Context: an optimization exercise on an open-source flow, tuned for small area and a short achievable clock period. The choices shown serve that exercise and are no tape-out recipe. In this exercise RTL edits were held to simulation tests only and were not proved equivalent to the original. Power and IR drop assume default switching activity.

## fjord
==> flow/design.v (excerpt) <==
module strided_copy #(
    parameter int REQ_W = copy_cfg_pkg::REQ_W_DEFAULT
) (
    input  logic                            clk,
    input  logic                            reset_n,
    input  logic                            init_pulse,
    input  logic [REQ_W-1:0]                areq_num,
    input  logic [copy_cfg_pkg::ADDR_W*(1+2*copy_cfg_pkg::NUM_DIMS)-1:0] rd_pattern,
    input  logic [copy_cfg_pkg::ADDR_W*(1+2*copy_cfg_pkg::NUM_DIMS)-1:0] wr_pattern,
    input  logic [copy_cfg_pkg::DATA_W-1:0] rdata,
    input  logic                            rdata_vld,
    output logic [copy_cfg_pkg::ADDR_W-1:0] rd_req_addr,
    output logic                            rd_req_vld,
    output logic [copy_cfg_pkg::ADDR_W-1:0] wr_addr,
    output logic [copy_cfg_pkg::DATA_W-1:0] wr_data,
    output logic                            wr_vld,
    output logic                            finish
);
Size: ~4200 cells after synthesis, about 1300 flip-flops, ~1500 I/O pins, roughly 51000 um2 of cells after synthesis.
==> flow/config.mk <==
export PLATFORM = sky130hd
export DESIGN_NAME = strided_copy
export DESIGN_NICKNAME = strided_copy
export VERILOG_FILES = /design/flow/design.v
export SDC_FILE = /design/flow/constraint.sdc
export NUM_CORES = 4
export LEC_CHECK = 0
export ABC_CLOCK_PERIOD_IN_PS = 2700
export CAP_MARGIN = 20
export CORE_AREA = 5 5 505 505
export DIE_AREA = 0 0 510 510
export SETUP_SLACK_MARGIN = 2.6
export SLEW_MARGIN = 20
==> flow/constraint.sdc <==
create_clock -name core_clock -period 5.3 [get_ports {clk}]
set_input_delay 1.0600 -clock core_clock [delete_from_list [all_inputs] [get_ports {clk}]]
set_output_delay 1.0600 -clock core_clock [all_outputs]
set_load 0.01 [all_outputs]
standard.sh (not shown) runs the stock make flow with config.mk's settings and CLKGATE_MAP_FILE= SYNTH_SCRIPT=/design/flow/synth_recipe.tcl, a recipe that flattens the netlist after the stock synthesis.
==> flow/flow/run.sh <==
#!/bin/bash
# The standard layout, with these changes: the port buffers are the
# smallest buffer (the resizer upsizes the ones on critical paths), and CTS
# adds no dummy loads and uses clkbuf_8 in larger sink clusters. The make
# output goes to flow.log; ORFS keeps each step's log under orfs/logs/.
set -uo pipefail
export BUFFER_PORTS_ARGS="-buffer_cell sky130_fd_sc_hd__buf_1"
export CTS_ARGS="-sink_clustering_enable -repair_clock_nets -dont_use_dummy_load -buf_list sky130_fd_sc_hd__clkbuf_8 -sink_clustering_size 20 -sink_clustering_max_diameter 60"
bash standard.sh > flow.log 2>&1
Setup changes, fjord to nickel
- swapping 2.6 for 2.75 in SETUP_SLACK_MARGIN
- putting PLACE_DENSITY at 0.45 where nothing was set
==> flow/flow/run.sh <==
#!/bin/bash
# The standard layout, with these changes: each data bit's input and
# output pins are placed side by side (flow/pins.tcl, read just before pin
# placement), the port buffers are the smallest buffer (the resizer upsizes
# the ones on critical paths), and CTS adds no dummy loads and drives the registers through clkbuf_8. The make output
# goes to flow.log; ORFS keeps each step's log under orfs/logs/.
set -uo pipefail
export PRE_IO_PLACEMENT_TCL="$PWD/flow/pins.tcl"
export BUFFER_PORTS_ARGS="-buffer_cell sky130_fd_sc_hd__buf_1"
export CTS_ARGS="-sink_clustering_enable -repair_clock_nets -dont_use_dummy_load -buf_list {sky130_fd_sc_hd__clkbuf_8 sky130_fd_sc_hd__clkbuf_16} -root_buf sky130_fd_sc_hd__clkbuf_16 -tree_buf sky130_fd_sc_hd__clkbuf_16 -sink_clustering_buffer sky130_fd_sc_hd__clkbuf_8"
bash standard.sh > flow.log 2>&1
==> flow/flow/pins.tcl (new file) <==
# Keep each data bit's input and output pins side by side, so the register
# between them sits next to both.
for {set i 0} {$i < 512} {incr i} {
  set_io_pin_constraint -group -order -pin_names [list "rdata\[$i\]" "wr_data\[$i\]"]
}
Results
nickel reports a higher post-route total power than fjord does.
The share of total power in sequential cells in nickel sits 2.5 points below the value recorded for fjord.
All of fjord and nickel finish clean.
Of fjord and nickel, the lower met3 track demand over resource in global routing belongs to nickel.
Between fjord and nickel, the combinational group share of total power is higher for fjord.
NOTE number of clock-tree buffers in the layout fjord->nickel increased by more than half
nickel against fjord; initial antenna violation count is down by more than half.
nickel leaves more setup margin than fjord.
--- input diff nickel..quartz ---
- PLACE_DENSITY no longer set, was 0.45
- SETUP_SLACK_MARGIN now 2.6, was 2.75
- GPL_ROUTABILITY_DRIVEN now 0, previously not set
[summary]
As far as net count after synthesis goes, quartz and nickel are indistinguishable; the numbers are identical.
Setup slack: lower on quartz
As far as sequential power is concerned, nickel and quartz perform about the same.
Met2 layer wire length in the routed design in quartz vs nickel: down about 1.7%
Share of the clock period used by the worst path, nickel and quartz: lower on nickel
Side by side, critical path's largest stage delay turned out higher in quartz than in nickel.
Area taken by flip-flops and latches essentially unchanged between nickel and quartz.
Cell count | quartz below nickel
Re number of top-level design ports: no difference whatsoever between nickel and quartz.
### quartz -> maple
- a deleted GPL_ROUTABILITY_DRIVEN that had been 0
==> flow/flow/run.sh <==
#!/bin/bash
# The standard layout, with two changes: the port buffers are the smallest
# buffer (the resizer upsizes the ones on critical paths), and CTS adds no
# dummy loads. The make output goes to flow.log; ORFS keeps each step's log
# under orfs/logs/.
set -uo pipefail
export BUFFER_PORTS_ARGS="-buffer_cell sky130_fd_sc_hd__buf_1"
export CTS_ARGS="-sink_clustering_enable -repair_clock_nets -dont_use_dummy_load"
bash standard.sh > flow.log 2>&1
removed: flow/flow/pins.tcl
Findings:
Where via count is concerned, quartz is better than maple. Compared to quartz, maple has sequential share of layout area 0.82 points lower. In the flow results for quartz and maple, the relative slew slack is smaller on maple. In the reports for quartz and maple, the smaller total routing resource utilization after global routing belongs to quartz. maple — final design area excluding fillers 1300 um2 higher, quartz as reference.
Input-level comparison between pepper and maple:
- changing SETUP_SLACK_MARGIN from 2.6 to 2.85
==> flow/flow/run.sh <==
#!/bin/bash
# The standard layout, with these changes: each data bit's input and
# output pins are placed side by side (flow/pins.tcl, read just before pin
# placement), the port buffers are the smallest buffer (the resizer upsizes
# the ones on critical paths), and CTS adds no dummy loads and drives the registers through clkbuf_8. The make output
# goes to flow.log; ORFS keeps each step's log under orfs/logs/.
set -uo pipefail
export PRE_IO_PLACEMENT_TCL="$PWD/flow/pins.tcl"
export BUFFER_PORTS_ARGS="-buffer_cell sky130_fd_sc_hd__buf_1"
export CTS_ARGS="-sink_clustering_enable -repair_clock_nets -dont_use_dummy_load -buf_list {sky130_fd_sc_hd__clkbuf_8 sky130_fd_sc_hd__clkbuf_16} -root_buf sky130_fd_sc_hd__clkbuf_16 -tree_buf sky130_fd_sc_hd__clkbuf_16 -sink_clustering_buffer sky130_fd_sc_hd__clkbuf_8"
bash standard.sh > flow.log 2>&1
==> flow/flow/pins.tcl (new file) <==
# Keep each data bit's input and output pins side by side, so the register
# between them sits next to both.
for {set i 0} {$i < 512} {incr i} {
  set_io_pin_constraint -group -order -pin_names [list "rdata\[$i\]" "wr_data\[$i\]"]
}
==> notes.md <==
- maple reports its last element of the critical path as u_rd_gen.addr[13]$_DFFE_PP_ while pepper reports u_wr_gen.addr[9]$_DFFE_PP_.
- Xor-xnor portion of the synthesized cell area: pepper vs maple identical
- Diff maple -> pepper: number of nets in the final layout picked up an extra about 1.7%, cell area rose by 0.57%.
Here is what was changed in the inputs of harbor compared with pepper.
- SETUP_SLACK_MARGIN: 2.85 -> 2.75
- PLACE_DENSITY: unset -> 0.75
==> notes.md <==
- Relative to pepper, the power consumption of harbor is lower by 630 uW.
- harbor -> pepper: initial core utilization delta 0, exact match
- Largest fanout of any net on the critical path down 3 in harbor wrt pepper

-- static timing again, ports no longer ideal --
The results above use ideal ports. As a check the final layouts listed here were re-extracted and re-timed, cells and wires unchanged.
Step 1 (the two cells are an assumption about what drives the block):
set clk [get_ports {clk}]
set_driving_cell -lib_cell sky130_fd_sc_hd__clkbuf_16 $clk
set_driving_cell -lib_cell sky130_fd_sc_hd__buf_2 [delete_from_list [all_inputs] $clk]
Step 2, shift: input delay + t, output delay - t, t = (earliest + latest rising clock arrival at the registers) / 2. This alone moves slack from input paths to output paths.
Slacks: ideal ports / drivers / drivers and shift; pairs: ideal ports / drivers.
| run | t, ns | setup slack, ns | hold slack, ns | worst setup path at the end | worst data-port slew with drivers (ns) |
|---|---|---|---|---|---|
| fjord | 0.972 | 2.575 / 2.515 / 1.725 | 0.161 / 0.090 / 0.422 | input to register | 0.41 |
| nickel | 0.830 | 2.662 / 2.662 / 2.112 | 0.346 / 0.303 / 0.346 | input to register | 0.33 |
| quartz | 0.870 | 2.564 / 2.564 / 1.941 | 0.255 / 0.259 / 0.355 | input to register | 0.31 |
| maple | 0.873 | 2.552 / 2.494 / 1.715 | 0.234 / 0.182 / 0.421 | input to register | 0.42 |
| pepper | 0.827 | 2.650 / 2.650 / 2.072 | 0.335 / 0.314 / 0.352 | input to register | 0.28 |
| harbor | 0.854 | 2.690 / 2.655 / 2.139 | 0.258 / 0.203 / 0.376 | input to register | 0.40 |
After both steps every run listed still meets setup and hold. For fjord, which loses most, drivers alone change the setup slack by -0.060 ns; drivers and shift together by -0.850 ns.
